Context: an optimization exercise on an open-source flow, tuned for small area, a short achievable clock period and few clock cycles. The choices shown serve that exercise and are no tape-out recipe.
Function was not checked in any run shown here: the RTL went through the layout flow alone.
Power and IR drop assume default switching activity.

[design/flow/constraint.sdc]
create_clock -name core_clock -period 8.0 [get_ports {clk}]
set_input_delay 1.6000 -clock core_clock [delete_from_list [all_inputs] [get_ports {clk}]]
set_output_delay 1.6000 -clock core_clock [all_outputs]
set_load 0.01 [all_outputs]
[design/flow/config.mk]
export PLATFORM = sky130hd
export DESIGN_NAME = multicycle_datapath
export DESIGN_NICKNAME = multicycle_datapath
export VERILOG_FILES = /design/flow/design.v
export SDC_FILE = /design/flow/constraint.sdc
export NUM_CORES = 4
export LEC_CHECK = 0
export CAP_MARGIN = 20
export CORE_MARGIN = 2
export CORE_UTILIZATION = 25
export PLACE_DENSITY = 0.35
export SLEW_MARGIN = 20
[design/flow/design.v]
package riscv_pkg;
    localparam logic [6:0] OP_R      = 7'b0110011;
    localparam logic [6:0] OP_I      = 7'b0010011;
    localparam logic [6:0] OP_LOAD   = 7'b0000011;
    localparam logic [6:0] OP_STORE  = 7'b0100011;
    localparam logic [6:0] OP_BRANCH = 7'b1100011;
    localparam logic [6:0] OP_SYSTEM = 7'b1110011;
    localparam logic [2:0] F3_ADD  = 3'b000;
    localparam logic [2:0] F3_SLT  = 3'b010;
    localparam logic [2:0] F3_OR   = 3'b110;
    localparam logic [2:0] F3_AND  = 3'b111;
    localparam logic [2:0] F3_BEQ  = 3'b000;
    localparam logic [2:0] F3_WORD = 3'b010;
    localparam logic [6:0] F7_BASE = 7'b0000000;
    localparam logic [6:0] F7_SUB  = 7'b0100000;
endpackage
import riscv_pkg::*;
module datapath_alu #(
    parameter int XLEN = 32
) (
    input  logic            sub_i,
    input  logic            and_i,
    input  logic            or_i,
    input  logic            slt_i,
    input  logic [XLEN-1:0] a_i,
    input  logic [XLEN-1:0] b_i,
    output logic [XLEN-1:0] y_o
);
    logic [XLEN-1:0] sum;
    logic            lt;
    assign sum = a_i + (sub_i ? ~b_i : b_i) + {{(XLEN-1){1'b0}}, sub_i};
    assign lt  = (a_i[XLEN-1] != b_i[XLEN-1]) ? a_i[XLEN-1] : sum[XLEN-1];
    assign y_o = and_i ? (a_i & b_i) :
                 or_i  ? (a_i | b_i) :
                 slt_i ? {{(XLEN-1){1'b0}}, lt} :
                         sum;
endmodule
import riscv_pkg::*;
module multicycle_datapath #(
    parameter int              XLEN     = 32,
    parameter int              NREG     = 32,
    parameter logic [XLEN-1:0] RESET_PC = '0
) (
    input  logic            clk,
    input  logic            reset,
    output logic            mem_req,
    output logic            mem_we,
    output logic [XLEN-1:0] mem_addr,
    output logic [XLEN-1:0] mem_wdata,
    input  logic            mem_ready,
    input  logic [XLEN-1:0] mem_rdata,
    output logic [XLEN-1:0] pc_out,
    output logic            retire,
    output logic            halted,
    output logic            illegal
);
    function automatic logic is_legal(input logic [6:0] opc, input logic [2:0] f3,
                                      input logic [6:0] f7);
        case (opc)
            OP_R:              is_legal = (f3 == F3_ADD && (f7 == F7_BASE || f7 == F7_SUB)) ||
                                          (f7 == F7_BASE && (f3 == F3_SLT || f3 == F3_OR || f3 == F3_AND));
            OP_I:              is_legal = f3 == F3_ADD || f3 == F3_OR || f3 == F3_AND;
            OP_LOAD, OP_STORE: is_legal = f3 == F3_WORD;
            OP_BRANCH:         is_legal = f3 == F3_BEQ;
            OP_SYSTEM:         is_legal = 1'b1;
            default:           is_legal = 1'b0;
        endcase
    endfunction
    localparam int RW = $clog2(NREG);
    logic            started_q;               
    logic            fpend_q;                 
    logic            rpend_q;                 
    logic [XLEN-1:1] pc_f_q;                  
    logic            d_valid_q, d_pred_q;
    logic [31:0]     d_ir_q;
    logic [XLEN-1:1] d_pc_q;
    logic            e_valid_q;
    logic [XLEN-1:1] e_pc_q, e_alt_q;
    logic [XLEN-1:0] e_a_q, e_b_q;
    logic [11:0]     e_imm_q;
    logic [4:0]      e_rd_q, e_rs1_q, e_rs2_q;
    logic            e_use_imm_q, e_sub_q, e_and_q, e_or_q, e_slt_q;
    logic            e_wb_q, e_ld_q, e_st_q, e_br_q, e_pred_q, e_halt_q, e_ill_q;
    logic            m_valid_q, m_we_q;
    logic [XLEN-1:2] m_addr_q;
    logic [XLEN-1:0] m_wdata_q;
    logic [4:0]      m_rd_q;
    logic [XLEN-1:0] regs_q [1:NREG-1];
    logic [NREG-1:1] rv_q;                    
    logic [XLEN-1:0] alu_b, alu_y;
    logic            e_mem, e_eq, e_mis, e_done, e_misp, halt_now, e_takes_d;
    assign alu_b = e_use_imm_q ? {{(XLEN-12){e_imm_q[11]}}, e_imm_q} : e_b_q;
    datapath_alu #(.XLEN(XLEN)) u_alu (
        .sub_i (e_sub_q),
        .and_i (e_and_q),
        .or_i  (e_or_q),
        .slt_i (e_slt_q),
        .a_i   (e_a_q),
        .b_i   (alu_b),
        .y_o   (alu_y)
    );
    assign e_mem     = e_ld_q | e_st_q;
    assign e_eq      = e_a_q == e_b_q;
    assign e_mis     = e_mem && (e_a_q[1:0] + e_imm_q[1:0]) != 2'b00;
    assign halt_now  = e_valid_q && !m_valid_q && !fpend_q && (e_halt_q || e_mis);
    assign e_done    = e_valid_q && !m_valid_q && !e_halt_q && !e_mis;
    assign e_misp    = e_done && e_br_q && (e_eq != e_pred_q);
    assign e_takes_d = !m_valid_q && (!e_valid_q || e_done);
    logic            f_req, f_acc, redirect, m_act;
    logic [31:0]     w;
    logic            w_take, w_pred;
    logic [12:0]     w_lo;                    
    logic [XLEN-1:1] pc_f4;
    assign f_req    = started_q && !halt_now &&
                      (fpend_q || (!m_valid_q && (!d_valid_q || e_takes_d)));
    assign m_act    = m_valid_q && !fpend_q;
    assign f_acc    = f_req && mem_ready;
    assign redirect = rpend_q || e_misp;
    assign pc_f4    = pc_f_q + 1'b1 + 1'b1;    
    assign w      = mem_rdata[31:0];
    assign w_take = w[6:0] == OP_BRANCH && w[14:12] == F3_BEQ && (w[31] || w[19:15] == w[24:20]);
    assign w_lo   = {1'b0, pc_f_q[12:1]} + {1'b0, w[31], w[7], w[30:25], w[11:8]};
    assign w_pred = w_take && (w_lo[12] == w[31]);
    logic [6:0]      d_opc, d_f7;
    logic [2:0]      d_f3;
    logic [4:0]      d_rd, d_rs1, d_rs2;
    logic [XLEN-1:0] d_a, d_b, d_immb;
    logic            d_legal, d_is_r, d_is_i, d_is_ld, d_is_st, d_is_br, d_is_sys;
    assign d_opc = d_ir_q[6:0];
    assign d_rd  = d_ir_q[11:7];
    assign d_f3  = d_ir_q[14:12];
    assign d_rs1 = d_ir_q[19:15];
    assign d_rs2 = d_ir_q[24:20];
    assign d_f7  = d_ir_q[31:25];
    assign d_immb = {{(XLEN-13){d_ir_q[31]}}, d_ir_q[31], d_ir_q[7], d_ir_q[30:25],
                     d_ir_q[11:8], 1'b0};
    assign d_legal  = is_legal(d_opc, d_f3, d_f7);
    assign d_is_r   = d_opc == OP_R;
    assign d_is_i   = d_opc == OP_I;
    assign d_is_ld  = d_opc == OP_LOAD;
    assign d_is_st  = d_opc == OP_STORE;
    assign d_is_br  = d_opc == OP_BRANCH;
    assign d_is_sys = d_opc == OP_SYSTEM;
    assign d_a = d_rs1 == '0 ? '0 :
                 (e_valid_q && e_wb_q && e_rd_q == d_rs1) ? alu_y :
                 rv_q[d_rs1] ? regs_q[d_rs1] : '0;
    assign d_b = d_rs2 == '0 ? '0 :
                 (e_valid_q && e_wb_q && e_rd_q == d_rs2) ? alu_y :
                 rv_q[d_rs2] ? regs_q[d_rs2] : '0;
    assign mem_req   = m_valid_q || f_req;
    assign mem_we    = m_act && m_we_q;
    assign mem_addr  = m_act ? {m_addr_q, 2'b00} : {pc_f_q, 1'b0};
    assign mem_wdata = m_wdata_q;
    assign pc_out    = {e_pc_q, 1'b0};
    assign retire    = e_done;
    assign halted    = halt_now;
    assign illegal   = halt_now && (e_ill_q || e_mis);
    always_ff @(posedge clk or negedge reset) begin
        if (!reset) begin
            started_q <= 1'b0;
            fpend_q   <= 1'b0;
            rpend_q   <= 1'b0;
            pc_f_q    <= RESET_PC[XLEN-1:1];
            d_valid_q <= 1'b0;
            e_valid_q <= 1'b0;
            m_valid_q <= 1'b0;
        end else begin
            started_q <= 1'b1;
            fpend_q   <= f_req && !mem_ready;
            rpend_q   <= redirect && !f_acc;
            if (f_acc)
                pc_f_q <= redirect ? e_alt_q : w_pred ? {pc_f_q[XLEN-1:13], w_lo[11:0]} : pc_f4;
            if (f_acc && !redirect)    d_valid_q <= 1'b1;
            else if (e_misp || e_takes_d) d_valid_q <= 1'b0;
            if (e_misp)                e_valid_q <= 1'b0;
            else if (e_takes_d)        e_valid_q <= d_valid_q;
            if (m_valid_q)             m_valid_q <= !(m_act && mem_ready);
            else if (e_done && e_mem)  m_valid_q <= 1'b1;
        end
    end
    always_ff @(posedge clk) begin
        if (f_acc && !redirect) begin
            d_ir_q   <= w;
            d_pc_q   <= pc_f_q;
            d_pred_q <= w_pred;
        end
        if (!e_misp && e_takes_d && d_valid_q) begin
            e_pc_q      <= d_pc_q;
            e_alt_q     <= d_pred_q ? d_pc_q + 1'b1 + 1'b1 : d_pc_q + d_immb[XLEN-1:1];
            e_a_q       <= d_a;
            e_b_q       <= d_b;
            e_imm_q     <= d_is_st ? {d_f7, d_rd} : d_ir_q[31:20];
            e_rd_q      <= d_rd;
            e_rs1_q     <= d_rs1;
            e_rs2_q     <= d_rs2;
            e_use_imm_q <= !(d_is_r || d_is_br);
            e_sub_q     <= d_is_r && (d_f7 == F7_SUB || d_f3 == F3_SLT);
            e_and_q     <= (d_is_r || d_is_i) && d_f3 == F3_AND;
            e_or_q      <= (d_is_r || d_is_i) && d_f3 == F3_OR;
            e_slt_q     <= d_is_r && d_f3 == F3_SLT;
            e_wb_q      <= d_legal && (d_is_r || d_is_i) && d_rd != '0;
            e_ld_q      <= d_legal && d_is_ld;
            e_st_q      <= d_legal && d_is_st;
            e_br_q      <= d_legal && d_is_br;
            e_pred_q    <= d_pred_q;
            e_halt_q    <= !d_legal || d_is_sys;
            e_ill_q     <= !d_legal;
        end else if (m_act && mem_ready && m_rd_q != '0) begin
            if (m_rd_q == e_rs1_q) e_a_q <= mem_rdata;
            if (m_rd_q == e_rs2_q) e_b_q <= mem_rdata;
        end
        if (!m_valid_q) begin
            m_we_q    <= e_st_q;
            m_addr_q  <= alu_y[XLEN-1:2];
            m_wdata_q <= e_b_q;
            m_rd_q    <= e_ld_q ? e_rd_q : '0;
        end
    end
    logic            rf_we;
    logic [4:0]      rf_wa;
    logic [XLEN-1:0] rf_wd;
    assign rf_we = m_valid_q ? (m_act && mem_ready && m_rd_q != '0) : (e_valid_q && e_wb_q);
    assign rf_wa = m_valid_q ? m_rd_q : e_rd_q;
    assign rf_wd = m_valid_q ? mem_rdata : alu_y;
    always_ff @(posedge clk or negedge reset) begin
        if (!reset) rv_q <= '0;
        else if (rf_we) rv_q[rf_wa[RW-1:0]] <= 1'b1;
    end
    always_ff @(posedge clk) begin
        if (rf_we) regs_q[rf_wa[RW-1:0]] <= rf_wd;
    end
endmodule
[design/flow/run.sh]
#!/bin/bash
# synth_recipe.tcl (not shown) runs the flow's synth.tcl, then flattens the netlist and writes it again
# the make line also repeats each setting of config.mk as NAME=value (left out here)
make -C /OpenROAD-flow-scripts/flow DESIGN_CONFIG=/design/flow/config.mk WORK_HOME=/design/flow/orfs CLKGATE_MAP_FILE= SYNTH_SCRIPT=/design/flow/synth_recipe.tcl finish
==> results of run 1 <==
## per-stage QoR
step | util, % | hold WS [ps]
after global routing | 29.56 | 499.9
after global placement | 27.57 | 472.6
final | 29.57 | 488.6
after CTS | 29.55 | 490.5
after detailed placement | 27.60 | 476.9
after floorplan | - | 423.1
## layout by cell type, fill, tap and decap left out, drive strengths merged, types with 65 or more instances in the layout
cell type	n
clkdlybuf4s50	132
nand2	201
a21oi	226
mux2i	155
nand3	65
xor2	93
clkbuf	210
edfxtp	1289
clkinv	78
nor2	247
buf	150
mux4	591
xnor2	85
dfrtp	68
o21ai	158
ha	93
## critical path, delay by kind of cell, from the launching register on
| family | cells | cell delay, ps |
|---|---|---|
| xor gates and xnor gates | 1 | 210 |
| buffers and inverters | 2 | 1040 |
| DFF | 1 | 350 |
| and+or+nand+nor | 1 | 360 |
| AOI/OAI and AO/OA | 9 | 2770 |
| adders and majority gates | 1 | 400 |
## flip-flops by register name, summed over array words and instances (netlist names), 32 cells and up, named ones only
signal / flops
e_a_q: 32
regs_q: 992
m_wdata_q: 32
d_ir_q: 32
e_b_q: 32
## report_power, final
group | leakage [nW] | switching [mW] | internal [mW] | total (mW)
logic | 10.7 | 5.58 | 3.55 | 9.13
clock network | 2.59 | 3.18 | 4.36 | 7.54
registers | 12.7 | 0.858 | 9.40 | 10.3
total | 26.0 | 9.62 | 17.3 | 26.9
## layer usage
metal  share of wire [%]  vias up
met5              0.0026        -
met3                 4.2      273
met2                  48     1129
met4                 2.0        2
met1                  46    22610
li1                    -    17700
## worst min-delay path by stage
stage	startpoint	endpoint	cells after the start
global route	d_pc_q[31]	e_pc_q[31]	0
finish	d_pc_q[31]	e_pc_q[31]	0
detailed placement	d_pc_q[31]	e_pc_q[31]	0
global placement	rv_q[24]	rv_q[24]	1
CTS	d_pc_q[31]	e_pc_q[31]	0
floorplan	pc_f_q[20]	d_pc_q[20]	0
## final cells by class
class / count / area, µm² / share of cell area, %
flip-flops and latches: 1367 / 40650 / 50.73
multi-input cells: 2539 / 26800 / 33.45
clock buffers: 210 / 4648 / 5.801
well taps: 3570 / 4467 / 5.575
repair buffers: 282 / 2651 / 3.309
clock inverters: 90 / 649.4 / 0.8105
inverters: 64 / 246.5 / 0.3076
diodes: 5 / 12.51 / 0.01562
## kinds of logic after synthesis
group           count (synthesis)  synth area share (%)
simple gates                  778                 5.419
mux                           804                 22.75
flops                        1367                 59.52
buf+inv                       321                 1.808
xor+xnor                      179                 2.320
fa+ha+maj                      96                 1.794
compound gates                679                 6.377
other cells                     2               0.01101
==> summary.md, run 1 <==
| Metric | Value |
|---|---|
| #FFs+latches synth | roughly 1400 |
| # fillers | roughly 27000 |
| Met3 Use GR | approximately 2.3% |
| Post-synth EDFFs | 1289 |
| Layout Cells excl Fill | 8127 |
| Hold Fails Final Rpt | 0 |
| Post-Syn Instances | ~4200 |
| DRC | 0 |
| Die ar. | 277100 µm² |
| Initial drt markers | around 3700 |
| Inst Count DP | around 7800 |
| WL/cell | 32.54 µm |
| Largest net degree at the start of global routing | 100 |
| Final Skew | slightly below 70 ps |
| Final min period | 5509 ps |
| Core area | around 270000 µm² |
| Die X | between 500 and 600 µm |
| Design Area, Final | around 80000 µm² |
| Most Crowded Layer GR | met2 |
| Worst Setup SP | e_use_imm_q |
| Number of global-route vias before repair | about 43000 |
| Starting Density | between 20% and 30% |
| Warnings, synthesis | 1 |
| Cell accounting for the most synthesized area | edfxtp_1 |
| Worst-Skew Late Latency | roughly 860 ps |
| Yosys top cell area share | between 50% and 60% |
| Met1 GRT Util | between 20% and 30% |
| Clock buffer depth | 4 |
| CP most frequent cell | a21oi_1 |
| Die height | between 500 and 600 µm |
| Area growth syn-to-layout | 17.44% |
| Max_cap viols | 0 |
| Synth cell types | 90 |
| I/O pins | roughly 140 |
| P per Cell Area | 336.0 nW/µm² |
| Critical path endpoint category | flop |
| Pre-CTS setup slack | roughly 2300 ps |
| Tightest Pin Transition | roughly 1200 ps |
| Synth area leaders | edfxtp_1 57%, mux4_2 20%, dfrtp_1 2.5% |
| Vias | approximately 42000 |
| Peak supply drop | between 0.15 and 0.2 mV |
| CP Cell Sequence | buf_4, inv_1, a21oi_1, xnor2_1, ha_1, a21oi_1, o21ai_0, or2_2, o211ai_1, a21boi_0, o311ai_0, a21oi_1, o21ai_0, o21ai_4 |
| CP required | around 8400 ps |
| Clock root buffer | clkbuf_16 |
| LEAKAGE | 26.05 nW |
| Worst reg2reg path depth | 14 |
| Hold WC Path Type | flop to flop |
| Setup slack after layout | 2491 ps |
| Syn avg cell area | 16.14 µm² |
| Top cells by count, synth | 1289 x edfxtp_1, 591 x mux4_2, 247 x nor2_1, 225 x a21oi_1, 201 x nand2_1 |
| Final wirelength | 264.4 mm |
| Register-to-register setup slack | between 2000 and 2500 ps |
| Post-synthesis cell area | slightly below 70000 µm² |
| First-pass iteration count of the detailed router | 5 |
| Site Rows | 191 |
| CP max stage cell | inv_1 |
| Slew HR | around 17% |
| Asr flop ratio synth | roughly 5% |
| Antenna violations before repair | 21 |
| PortBufs | approximately 130 |
| Hold buffer count at cts | 0 |
| CP Capture Point | regs_q[27][22] |
| Fmax | between 0.15 and 0.2 GHz |
| Crit Path Max Fanout | 31 |
| Antenna Nets Post-Route | 0 |
| Placed Area | between 70000 and 80000 µm² |
| GPL Wtd Cong | roughly 0.85 |
| Htree depth | 4 |
| Post-Route Setup TNS | 0 ps |
| Startpoint types | flop |
| Seq/Total Area, Yosys | around three fifths |
| Clk slew on worst S/H paths | 60 ps |
| Count leader, synth | edfxtp_1 |
| CTS tree | done |
| NumNets Final | about 4600 |
| Total power | approximately 27 mW |
| Clk sinks | around 1400 |
| PostCTS Resize Cnt | 0 |
| WS Path Type | flop to flop |
| M2 GR Usage | 31.11% |
| R2R Path Start | e_use_imm_q |
| Final setup fails | 0 |
| CP Data Arrival Time | roughly 6000 ps |
| Worst R2R End | regs_q[27][22] |
| Main synth FF type | edfxtp_1 |
| Outcome | timing/DRC/antenna clean |
| Number of CTS-inserted buffers | roughly 180 |
| GRT Total Usage | a little under a fifth |
| Unrepaired setup endpoints after global routing | false |
| Final worst path period share | between 60% and 70% |
| Vias/cell | just over 5 |
| Crit-path max cell delay | between 800 and 900 ps |
| GR Overflow Total | 0 |
| Slew Limit Fails | 0 |
| Share of layout cells above drive strength 1 | between 20% and 30% |
| DP HPWL | 172.4 mm |
| Global-route wire length before repair | 364.1 mm |
| Postcts setup bufs | 0 |
==> run 2: changes to the inputs <==
--- a/design/flow/config.mk
+++ b/design/flow/config.mk
@@ -10,3 +10,4 @@
 export CORE_UTILIZATION = 25
 export PLACE_DENSITY = 0.35
+export SETUP_SLACK_MARGIN = 5
 export SLEW_MARGIN = 20
==> summary.md, run 2 <==
| Metric | Value |
|---|---|
| Vias | about 46000 |
| Top cells by count, synth | 1289 x edfxtp_1, 591 x mux4_2, 247 x nor2_1, 225 x a21oi_1, 201 x nand2_1 |
| CTS tree | done |
| Hold path start | rv_q[19] |
| Number of CTS-inserted buffers | around 170 |
| Multi-input logic area | 30970 µm² |
| Unrepaired setup endpoints after global routing | true |
| Antenna violations before repair | 23 |
| Peak supply drop | ~0.18 mV |
| Asr flop ratio synth | a little under 5% |
| Worst reg2reg path depth | 16 |
| Max_cap viols | 0 |
| Number of global-route vias before repair | 45960 |
| Syn avg cell area | roughly 16 µm² |
| Slew Limit Fails | 0 |
| LEAKAGE | just over 30 nW |
| Pint | 19.75 mW |
| Hold path endpoint | rv_q[19] |
| Worst R2R End | regs_q[25][29] |
| Core area | approximately 270000 µm² |
| Clk slew on worst S/H paths | roughly 60 ps |
| Main synth FF type | edfxtp_1 |
| Htree depth | 4 |
| GRT Total Usage | 21.45% |
| Final core occ | around 34% |
| Final Skew | ~26 ps |
| Clk sinks | ~1400 |
| Inst Count DP | 7799 |
| Global-route wire length before repair | slightly above 400 mm |
| Fmax | roughly 0.24 GHz |
| CP required | between 6000 and 7000 ps |
| Reg area | roughly 41000 µm² |
| Worst hold path depth | 1 |
| DRC | 0 |
| Commonest non-fill, non-tap cells in the layout | 1289 x edfxtp_1, 591 x mux4_2, 264 x buf_4 |
| Hold WC Path Type | flop to flop |
| Slew HR | around 38% |
| DP HPWL | roughly 170 mm |
| #FFs+latches synth | 1367 |
| R2R Path Start | e_use_imm_q |
| Synth cell types | 90 |
| I/O pins | ~140 |
| Initial drt markers | just over 4000 |
| Warnings, synthesis | 1 |
| Count leader, synth | edfxtp_1 |
| Critical path endpoint category | output pin |
| NumNets Final | a little over 5000 |
| Startpoint types | flop |
| Net Sw Power | around 12 mW |
| Pre-CTS setup slack | between 2000 and 3000 ps |
| Die X | 526.4 µm |
| Largest net degree at the start of global routing | 84 |
| Cell accounting for the most synthesized area | edfxtp_1 |
| Reg power frac | between 30 and 40% |
| Die height | 526.4 µm |
| Register-to-register setup slack | between 3000 and 4000 ps |
| Post-synthesis cell area | a little under 70000 µm² |
| Tightest Pin Transition | 927.8 ps |
| Final min period | 4254 ps |
| Starting Density | about a quarter |
| PortBufs | ~130 |
| Yosys top cell area share | a little under three fifths |
| Setup slack after layout | between 3000 and 4000 ps |
| Layout Cells excl Fill | roughly 8700 |
| Die ar. | ~280000 µm² |
| Most common cell after layout, fill and taps aside | edfxtp_1 |
| Seq/Total Area, Yosys | 59.52% |
| Crit Path Max Fanout | 22 |
| Synth area leaders | edfxtp_1 57%, mux4_2 20%, dfrtp_1 2.5% |
| Clock Power Share | between 20% and 30% |
| GPL Wtd Cong | between 0.8 and 0.9 |
| Clock buffer depth | 3 |
| Clock root buffer | clkbuf_16 |
| Post-synth EDFFs | about 1300 |
| CP Data Arrival Time | between 2000 and 3000 ps |
| Max reg flops | between 900 and 1000 |
| Final wirelength | ~310 mm |
| Post-Syn Instances | ~4200 |
| GR Overflow Total | 0 |
| Vias/cell | 5.260 |
| Combinational Power Share | a little over two fifths |
| Sw frac | a little under two fifths |
| P per Cell Area | 341.8 nW/µm² |
| Final setup fails | 0 |
| # fillers | roughly 26000 |
| WS Path Type | flop to output pin |
| Outcome | timing/DRC/antenna clean |
| Final worst path period share | 53.17% |
| Site Rows | around 190 |
| Share of layout cells above drive strength 1 | a little over two fifths |
| First-pass iteration count of the detailed router | 7 |
| Worst-Skew Late Latency | between 800 and 900 ps |
| WL/cell | between 30 and 40 µm |
| Hold buffer count at cts | 0 |
| Area growth syn-to-layout | 34.04% |
| Hold Fails Final Rpt | 0 |
| Antenna Nets Post-Route | 0 |
| Post-Route Setup TNS | 0 ps |
run 2: cell count changes in the layout (fill, tap and decap cells not counted), moves of 35 or more:
cell             delta
mux2_2             -44
buf_12            +114
a21oi_2            +35
o21ai_0            -69
mux2_4             +68
clkdlybuf4s50_1   -118
ha_1               -44
nand2_1            -37
buf_16             +50
buf_6             +218
o21ai_4            +35
a21oi_1            -56
buf_4             +131
buf_2              +56
run 2: critical path, stage by stage (launching register included):
cell     delay, ps
dfrtp_4        480
buf_12         160
inv_16         100
buf_4          660
nand2_4        140
buf_6          180
run 2: area by class of cell:
type / count / share of cell area (%)
Antenna cell: 5 / 0.01368
Clock buffer: 205 / 4.737
Clock inverter: 95 / 0.9564
Inverter: 64 / 0.3366
Multi-Input combinational cell: 2586 / 33.87
Sequential cell: 1367 / 44.45
Tap cell: 3570 / 4.885
Timing Repair Buffer: 785 / 10.70
Timing Repair inverter: 3 / 0.04515
run 2: through the flow:
step	cell area [µm²]	power (mW)	hold slack, ps
final	91450	31.26	490.0
after global routing	91440	32.36	512.6
after CTS	89350	30.61	497.1
after detailed placement	75460	19.79	483.0
after global placement	75320	19.84	474.1
after floorplan	69580	15.81	423.1
run 2: worst max-delay path by stage:
stage	from	endpoint	depth (start not counted)
finish	m_valid_q	mem_req	5
global route	e_a_q[0]	halted	7
CTS	e_a_q[0]	mem_req	7
detailed placement	mem_rdata[8]	pc_f_q[30]	14
global placement	mem_ready	regs_q[13][13]	7
floorplan	mem_rdata[8]	pc_f_q[6]	14
run 2: logic make-up (layout without fill, tap and decap cells):
group | Yosys count | after routing | share of synthesized area (%)
other | 2 | 8 | 0.01101
and+or+nand+nor | 778 | 784 | 5.419
buffers and inverters | 321 | 1152 | 1.808
DFF | 1367 | 1367 | 59.52
AOI/OAI and AO/OA | 679 | 692 | 6.377
adders and majority gates | 96 | 96 | 1.794
muxes | 804 | 832 | 22.75
xor gates and xnor gates | 179 | 179 | 2.320
run 2: power groups by stage:
stage | registers, mW | clock network (mW) | logic [mW]
finish | 10.2 | 7.46 | 13.6
global route | 10.2 | 7.90 | 14.2
CTS | 10.2 | 7.65 | 12.8
detailed placement | 10.4 | 0 | 9.34
global placement | 10.5 | 0 | 9.39
floorplan | 9.83 | 0 | 5.97
run 2: layer usage:
metal	vias to the layer above	share of wire [%]	global-route usage, %
met5	-	0.018	0
met4	8	3.6	6.616
met3	387	4.4	2.479
met2	1439	48	35.68
met1	24880	44	29.20
li1	18950	-	-
run 2: timing repair:
| action | CTS | global route |
|---|---|---|
| hold endpoints to repair | 0 | 0 |
| gates resized for setup | 1304 | 217 |
| gates cloned | 86 | 18 |
| setup endpoints to repair | 2495 | 1814 |
| pin swaps | 181 | 136 |
| setup buffers | 379 | 93 |
==> run 3: changes to the inputs <==
--- a/design/flow/config.mk
+++ b/design/flow/config.mk
@@ -8,6 +8,7 @@
 export CAP_MARGIN = 20
 export CORE_MARGIN = 2
-export CORE_UTILIZATION = 25
-export PLACE_DENSITY = 0.35
-export SETUP_SLACK_MARGIN = 5
+export CORE_UTILIZATION = 50
+export PLACE_DENSITY = 0.6
+export SETUP_SLACK_MARGIN = 3
 export SLEW_MARGIN = 20
+export TNS_END_PERCENT = 100
==> summary.md, run 3 <==
| Metric | Value |
|---|---|
| Peak supply drop | between 0.2 and 0.3 mV |
| P per Cell Area | approximately 330 nW/µm² |
| Met3 Use GR | 5.901% |
| Number of CTS-inserted buffers | between 150 and 200 |
| Most Crowded Layer GR | met2 |
| Hold WC Path Type | flop to flop |
| Crit-path max cell delay | between 600 and 700 ps |
| Die ar. | between 100000 and 150000 µm² |
| Antenna violations before repair | 10 |
| DRC | 0 |
| Antenna Nets Post-Route | 0 |
| NumNets Final | ~4500 |
| Yosys top cell area share | 56.74% |
| Slew Limit Fails | 0 |
| Post-synthesis cell area | ~68000 µm² |
| Vias/cell | 6.766 |
| Global-route wire length before repair | between 300 and 400 mm |
| GR Overflow Total | 0 |
| GPL Wtd Cong | 0.9338 |
| Met1 GRT Util | a little over two fifths |
| M2 GR Usage | 48.57% |
| Top cells by count, synth | 1289 x edfxtp_1, 591 x mux4_2, 247 x nor2_1, 225 x a21oi_1, 201 x nand2_1 |
| Warnings, synthesis | 1 |
| Die height | 373.4 µm |
| Clk slew on worst S/H paths | 60 ps |
| Pre-CTS setup slack | 2430 ps |
| Commonest non-fill, non-tap cells in the layout | 1289 x edfxtp_1, 591 x mux4_2, 225 x a21oi_1 |
| Hold Fails Final Rpt | 0 |
| Syn avg cell area | between 15 and 20 µm² |
| CTS tree | done |
| WS Path Type | flop to flop |
| Register-to-register setup slack | around 3000 ps |
| Post-Syn Instances | between 4000 and 5000 |
| Most common cell after layout, fill and taps aside | edfxtp_1 |
| Cell accounting for the most synthesized area | edfxtp_1 |
| CP required | 8680 ps |
| CP max stage cell | o2111ai_1 |
| DP HPWL | about 140 mm |
| Asr flop ratio synth | under 10% |
| Tightest Pin Transition | 1172 ps |
| First-pass iteration count of the detailed router | 10 |
| PortBufs | between 100 and 150 |
| Fmax | 0.2024 GHz |
| Max_cap viols | 0 |
| I/O pins | about 140 |
| Setup slack after layout | roughly 3100 ps |
| Slew HR | between 10% and 20% |
| Site Rows | ~140 |
| Cell family with most CP delay | simple AND/OR/NAND/NOR gates |
| Worst-Skew Late Latency | 800 ps |
| Core area | around 140000 µm² |
| LEAKAGE | 25.57 nW |
| Clock root buffer | clkbuf_16 |
| Max reg flops | a little under 1000 |
| Post-Route Setup TNS | 0 ps |
| Initial drt markers | roughly 5500 |
| GRT Total Usage | 30.87% |
| R2R Path Start | e_b_q[26] |
| CP Cell Sequence | xor2_1, nor4_1, nand4_1, o31a_1, o2111ai_1, nor2b_2, buf_4, nand2_2, clkinv_4, buf_4, mux2_2 |
| Vias | around 42000 |
| CP Data Arrival Time | approximately 5600 ps |
| Clock buffer depth | 3 |
| Main synth FF type | edfxtp_1 |
| WL/cell | 34.26 µm |
| Worst reg2reg path depth | 11 |
| Startpoint types | flop |
| Die X | roughly 370 µm |
| Htree depth | 4 |
| Hold path start | d_pc_q[31] |
| Hold path endpoint | e_pc_q[31] |
| Synth cell types | 90 |
| Crit Path Max Fanout | 39 |
| Final wirelength | 215.1 mm |
| # fillers | 10500 |
| Unrepaired setup endpoints after global routing | true |
| #FFs+latches synth | around 1400 |
| Final setup fails | 0 |
| Outcome | timing/DRC/antenna clean |
| Starting Density | 50.36% |
| Critical path endpoint category | flop |
| Clk sinks | between 1000 and 1500 |
| Largest net degree at the start of global routing | between 100 and 150 |
| Final worst path period share | 61.76% |
| Synth area leaders | edfxtp_1 57%, mux4_2 20%, dfrtp_1 2.5% |
| Number of global-route vias before repair | 41640 |
| Share of layout cells above drive strength 1 | approximately a quarter |
| Count leader, synth | edfxtp_1 |
| Final Skew | about 32 ps |
| Post-synth EDFFs | 1289 |
| Final min period | between 4000 and 5000 ps |
| CP most frequent cell | buf_4 |
| Crit path buf inv count | 3 |
| Area growth syn-to-layout | 12.83% |
| Worst hold path depth | 0 |
| Seq/Total Area, Yosys | about three fifths |
==> run 3: area by class of cell <==
class / instances / area (µm²) / share of cell area, %
inverters: 64 / 256.5 / 0.3332
flip-flops and latches: 1367 / 40640 / 52.80
diodes: 6 / 15.01 / 0.01951
repair buffers: 247 / 2305 / 2.994
repair inverters: 1 / 5.005 / 0.006502
well taps: 1781 / 2228 / 2.895
multi-input cells: 2540 / 26820 / 34.85
clock inverters: 81 / 618.1 / 0.8030
clock buffers: 190 / 4083 / 5.304
==> run 3: repair_timing <==
item / in CTS / in global routing
setup buffers: 3 / 7
gates cloned: 2 / 0
pin swaps: 1 / 0
hold buffers: 0 / 0
setup endpoints to repair: 592 / 479
gates resized for setup: 14 / 7
==> run 3: stage by stage <==
stage | util, % | hold slack (ps) | std cells | cell area, µm² | total power, mW
finish | 56.82 | 489.6 | 6277 | 76980 | 25.49
global placement | 53.15 | 468.9 | 5984 | 72000 | 18.73
CTS | 56.72 | 489.4 | 6261 | 76830 | 25.48
detailed placement | 53.17 | 473.3 | 5985 | 72030 | 18.78
floorplan | - | 423.1 | 4227 | 68230 | 15.47
global route | 56.82 | 491.3 | 6274 | 76970 | 26.45
==> run 3: layer usage <==
layer,share of wire [%],wire length (µm)
met1,39,84780
met2,47,102000
met3,9.1,19630
met4,4.0,8619
met5,0.0060,13
==> run 3: cells by family (layout without fill, tap and decap cells) <==
group	count (synthesis)	in the layout	share of synthesized area (%)
mux	804	804	22.75
xor+xnor	179	179	2.320
compound gates	679	679	6.377
simple gates	778	779	5.419
buf+inv	321	583	1.808
flops	1367	1367	59.52
other cells	2	9	0.01101
fa+ha+maj	96	96	1.794
==> run 3: how the worst max path moves through the flow <==
stage,startpoint,to,slack [ps],cells past startpoint
finish,e_b_q[26],flop,3060,11
global route,e_b_q[26],flop,2950,11
CTS,e_sub_q,regs_q[21][24],3020,13
detailed placement,e_use_imm_q,regs_q[13][25],2430,13
global placement,e_use_imm_q,regs_q[14][25],2480,13
floorplan,mem_ready,e_b_q[0],2330,2
==> run 3: power by group <==
part / switching (mW) / internal, mW
clock network: 2.90 / 3.81
logic: 5.09 / 3.47
registers: 0.820 / 9.39
total: 8.81 / 16.7
==> run 4: changes to the inputs <==
--- a/design/flow/design.v
+++ b/design/flow/design.v
@@ -74,7 +74,7 @@
     logic            d_valid_q, d_pred_q;
     logic [31:0]     d_ir_q;
-    logic [XLEN-1:1] d_pc_q;
     logic            e_valid_q;
-    logic [XLEN-1:1] e_pc_q, e_alt_q;
+    logic [XLEN-1:1] e_pc_q;                  
+    logic [XLEN-1:1] e_pc4, e_pcb, e_npc, e_alt;
     logic [XLEN-1:0] e_a_q, e_b_q;
     logic [11:0]     e_imm_q;
@@ -100,4 +100,8 @@
         .y_o   (alu_y)
     );
+    assign e_pc4     = e_pc_q + 1'b1 + 1'b1;
+    assign e_pcb     = e_pc_q + {{(XLEN-13){e_imm_q[11]}}, e_imm_q};
+    assign e_npc     = (e_br_q && e_eq) ? e_pcb : e_pc4;
+    assign e_alt     = rpend_q ? e_pc_q : e_pred_q ? e_pc4 : e_pcb;
     assign e_mem     = e_ld_q | e_st_q;
     assign e_eq      = e_a_q == e_b_q;
@@ -142,10 +146,15 @@
     assign d_is_br  = d_opc == OP_BRANCH;
     assign d_is_sys = d_opc == OP_SYSTEM;
-    assign d_a = d_rs1 == '0 ? '0 :
-                 (e_valid_q && e_wb_q && e_rd_q == d_rs1) ? alu_y :
-                 rv_q[d_rs1] ? regs_q[d_rs1] : '0;
-    assign d_b = d_rs2 == '0 ? '0 :
-                 (e_valid_q && e_wb_q && e_rd_q == d_rs2) ? alu_y :
-                 rv_q[d_rs2] ? regs_q[d_rs2] : '0;
+    logic [XLEN-1:0] rf_a, rf_b;
+    always_comb begin
+        rf_a = '0;
+        rf_b = '0;
+        for (int i = 1; i < NREG; i++) begin
+            rf_a = rf_a | ({XLEN{d_rs1 == i[4:0] && rv_q[i]}} & regs_q[i]);
+            rf_b = rf_b | ({XLEN{d_rs2 == i[4:0] && rv_q[i]}} & regs_q[i]);
+        end
+    end
+    assign d_a = (e_valid_q && e_wb_q && e_rd_q == d_rs1) ? alu_y : rf_a;
+    assign d_b = (e_valid_q && e_wb_q && e_rd_q == d_rs2) ? alu_y : rf_b;
     assign mem_req   = m_valid_q || f_req;
     assign mem_we    = m_act && m_we_q;
@@ -162,4 +171,5 @@
             rpend_q   <= 1'b0;
             pc_f_q    <= RESET_PC[XLEN-1:1];
+            e_pc_q    <= RESET_PC[XLEN-1:1];
             d_valid_q <= 1'b0;
             e_valid_q <= 1'b0;
@@ -170,9 +180,10 @@
             rpend_q   <= redirect && !f_acc;
             if (f_acc)
-                pc_f_q <= redirect ? e_alt_q : w_pred ? {pc_f_q[XLEN-1:13], w_lo[11:0]} : pc_f4;
+                pc_f_q <= redirect ? e_alt : w_pred ? {pc_f_q[XLEN-1:13], w_lo[11:0]} : pc_f4;
             if (f_acc && !redirect)    d_valid_q <= 1'b1;
             else if (e_misp || e_takes_d) d_valid_q <= 1'b0;
             if (e_misp)                e_valid_q <= 1'b0;
             else if (e_takes_d)        e_valid_q <= d_valid_q;
+            if (e_done)                e_pc_q <= e_npc;
             if (m_valid_q)             m_valid_q <= !(m_act && mem_ready);
             else if (e_done && e_mem)  m_valid_q <= 1'b1;
@@ -182,13 +193,10 @@
         if (f_acc && !redirect) begin
             d_ir_q   <= w;
-            d_pc_q   <= pc_f_q;
             d_pred_q <= w_pred;
         end
-        if (!e_misp && e_takes_d && d_valid_q) begin
-            e_pc_q      <= d_pc_q;
-            e_alt_q     <= d_pred_q ? d_pc_q + 1'b1 + 1'b1 : d_pc_q + d_immb[XLEN-1:1];
+        if (e_takes_d && d_valid_q) begin
             e_a_q       <= d_a;
             e_b_q       <= d_b;
-            e_imm_q     <= d_is_st ? {d_f7, d_rd} : d_ir_q[31:20];
+            e_imm_q     <= d_is_st ? {d_f7, d_rd} : d_is_br ? d_immb[12:1] : d_ir_q[31:20];
             e_rd_q      <= d_rd;
             e_rs1_q     <= d_rs1;
==> summary.md, run 4 <==
| Metric | Value |
|---|---|
| Outcome | timing/DRC/antenna clean |
| Hold path endpoint | e_pred_q |
| Most common cell after layout, fill and taps aside | edfxtp_1 |
| Slew Limit Fails | 0 |
| Starting Density | 50.53% |
| Final hold slack | around 440 ps |
| Max reg flops | a little under 1000 |
| Commonest non-fill, non-tap cells in the layout | 1196 x edfxtp_1, 464 x a22oi_1, 248 x nand2_1 |
| Startpoint types | flop |
| Syn avg cell area | 12.59 µm² |
| Core area | roughly 120000 µm² |
| Setup slack after layout | between 3000 and 4000 ps |
| Clock root buffer | clkbuf_16 |
| WS Path Type | flop to output pin |
| Unrepaired setup endpoints after global routing | true |
| DRC | 0 |
| Clk sinks | 1295 |
| Hold path start | d_pred_q |
| CTS tree | done |
| Hold WC Path Type | flop to flop |
| Worst-Skew Late Latency | roughly 820 ps |
| GRT Total Usage | 47.71% |
| Max_cap viols | 0 |
| Slew HR | between 10% and 20% |
| Asr flop ratio synth | 7.645% |
| Multiplexer share of the synthesized area | under 10% |
| Worst hold path depth | 0 |
| NumNets Final | 5208 |
| Die ar. | approximately 130000 µm² |
| Clock buffer depth | 3 |
| Seq/Total Area, Yosys | roughly three fifths |
| Synth area leaders | edfxtp_1 57%, a22oi_1 5.6%, dfrtp_1 4.0% |
| Post-Route Setup TNS | 0 ps |
| Fmax | 0.2006 GHz |
| Share of layout cells above drive strength 1 | roughly an eighth |
| Synth Area in Simple Gates | under 10% |
| CP required | approximately 6400 ps |
| Worst Setup SP | e_imm_q[0] |
| Largest net degree at the start of global routing | 96 |
| Xor/xnor share of the synthesized area | 2.273% |
| Top cells by count, synth | 1196 x edfxtp_1, 464 x a22oi_1, 270 x clkbuf_1, 253 x nand2_1, 244 x a221oi_1 |
| Warnings, synthesis | 1 |
| Htree depth | 4 |
| Site Rows | roughly 130 |
| Global-route wire length before repair | about 420 mm |
| Post-synth EDFFs | 1196 |
| Area growth syn-to-layout | 14.63% |
| Die height | around 360 µm |
| Vias/cell | between 8 and 9 |
| Die X | ~360 µm |
| R2R Path Start | e_imm_q[0] |
| WL/cell | roughly 45 µm |
| Worst reg2reg path depth | 13 |
| Main synth FF type | edfxtp_1 |
| Yosys top cell area share | a little under three fifths |
| Final min period | 4984 ps |
| Peak supply drop | 0.2462 mV |
| I/O pins | between 100 and 150 |
| Post-Syn Instances | approximately 5000 |
| Pre-CTS setup slack | roughly 2200 ps |
| # fillers | about 10000 |
| LEAKAGE | between 20 and 25 nW |
| GR Overflow Total | 0 |
| Critical path endpoint category | output pin |
| Synth Area in Adders | 1.874% |
| Antenna violations before repair | 27 |
| Crit Path Max Fanout | 20 |
| Number of global-route vias before repair | 50600 |
| First-pass iteration count of the detailed router | 15 |
| Final setup fails | 0 |
| #FFs+latches synth | 1295 |
| Hold buffer count at cts | 0 |
| Clk slew on worst S/H paths | ~60 ps |
| Synth cell types | 103 |
| Count leader, synth | edfxtp_1 |
| Final wirelength | between 300 and 400 mm |
| Post-synthesis cell area | approximately 63000 µm² |
| Tightest Pin Transition | about 1300 ps |
| Initial drt markers | about 14000 |
| Vias | 55060 |
| P per Cell Area | 293.8 nW/µm² |
| Antenna Nets Post-Route | 0 |
| Worst R2R End | regs_q[16][20] |
| PortBufs | ~130 |
| GPL Wtd Cong | 1.004 |
| CP Data Arrival Time | approximately 3400 ps |
| Final worst path period share | approximately 62% |
| Synth Area in Compound Gates | a little over a fifth |
| Cell accounting for the most synthesized area | edfxtp_1 |
| Largest family of logic cells by synthesized area | compound AO/OA/AOI/OAI gates |
| Hold Fails Final Rpt | 0 |
| Number of CTS-inserted buffers | ~140 |
| Final Skew | roughly 36 ps |
| Register-to-register setup slack | 3090 ps |
| DP HPWL | 189.7 mm |
==> run 4: cell count changes after synthesis, sizes merged, moves of 63 or more <==
cell	previous run	this run
a222oi	0	63
mux2i	155	34
a22oi	6	464
nand4	27	158
mux4	591	0
a221oi	2	244
clkbuf	163	272
a22o	12	241
nand3	65	139
edfxtp	1289	1196
==> run 4: repair_timing <==
item	in CTS	in global routing
gates resized for setup	19	14
setup buffers	16	3
pin swaps	4	4
cloned	3	3
setup endpoints to repair	440	133
==> run 4: worst max-delay path, cell delays in order (launching register included) <==
cell	delay (ps)
edfxtp_1	500
ha_1	240
xnor3_1	250
a21oi_4	100
nor2_4	250
nand2_2	170
buf_12	210
clkinvlp_4	140
buf_12	170
clkdlybuf4s50_1	540
==> run 4: cell families after synthesis <==
| kind of cell | count (synthesis) |
|---|---|
| flip-flops | 1295 |
| XOR/XNOR | 161 |
| adder cells (fa/ha/maj) | 92 |
| buffers and inverters | 466 |
| other | 2 |
| AO/OA/AOI/OAI | 1771 |
| multiplexers | 73 |
| AND/OR/NAND/NOR | 1115 |
==> run 4: stage by stage <==
step	utilization, %	area, µm²	power, mW	instances
2_1_floorplan	-	62660	11.78	4976
3_3_place_gp	53.51	66330	13.95	6545
3_5_place_dp	53.54	66370	13.98	6547
4_1_cts	57.54	71330	20.66	6821
5_1_grt	57.86	71720	21.51	6835
6_report	57.92	71790	21.09	6862
==> run 4: final cells by class <==
| type | instances | area [µm²] | share of cell area [%] |
|---|---|---|---|
| flip-flops and latches | 1295 | 38400 | 53.48 |
| multi-input cells | 3218 | 23160 | 32.27 |
| clock buffers | 166 | 3654 | 5.089 |
| repair buffers | 338 | 3068 | 4.273 |
| well taps | 1637 | 2048 | 2.853 |
| clock inverters | 89 | 1036 | 1.443 |
| inverters | 88 | 345.3 | 0.4810 |
| diodes | 30 | 75.07 | 0.1046 |
| repair inverters | 1 | 5.005 | 0.006971 |
==> run 4: where the power goes <==
| part | total (mW) | internal [mW] | switching [mW] |
|---|---|---|---|
| logic | 5.04 | 1.51 | 3.53 |
| clock network | 6.78 | 3.90 | 2.88 |
| registers | 9.27 | 8.69 | 0.582 |
| total | 21.1 | 14.1 | 6.99 |
==> run 4: how the worst max path moves through the flow <==
stage	depth (start not counted)	to
4_1_cts	9	retire
6_report	9	retire
3_3_place_gp	13	regs_q[25][27]
3_5_place_dp	13	regs_q[2][27]
2_1_floorplan	2	e_a_q[0]
5_1_grt	9	retire
==> run 4: layer usage <==
metal	share of wire [%]	vias to the layer above	wire [µm]	GRT usage, %
met4	9.9	24	31000	35.37
met2	41	6014	127400	67.91
met1	32	26490	100900	55.65
met5	0.14	-	425	1.630
li1	-	20650	-	-
met3	17	1881	52190	23.10

-- separate check: timing with driven ports --
No port has a modelled driver above. Below, the same layouts with a new extraction and two added sets of constraints.
Step 1: set_driving_cell puts a clkbuf_16 on clk and a buf_2 on each other input, an assumption about the parent block.
Step 2 adds t to the input delays and takes it off the output delays; t is the mean of the earliest and latest rising clock arrival at the registers after step 1. Input paths then give back, and output paths get back, about the clock's delay inside the block.
Three values: no drivers, after step 1, after step 2; two values: the first two.
| run | t, ns | setup WS [ns] | latest minus earliest clock arrival (ns) | worst slew at a driven data input, ns | pins driven straight from the clock port |
|---|---|---|---|---|---|
| run 1 | 0.905 | 2.491 / 2.491 / 2.420 | 0.088 / 0.087 | 0.15 | 1 |
| run 2 | 0.934 | 3.746 / 3.646 / 3.567 | 0.027 / 0.027 | 0.10 | 1 |
| run 3 | 0.873 | 3.059 / 2.992 / 2.508 | 0.033 / 0.033 | 0.15 | 1 |
| run 4 | 0.872 | 3.016 / 2.942 / 2.408 | 0.039 / 0.038 | 0.11 | 1 |
After both steps every run listed still meets setup and hold. For run 4, which loses most, drivers alone change the setup slack by -0.074 ns; drivers and shift together by -0.608 ns.
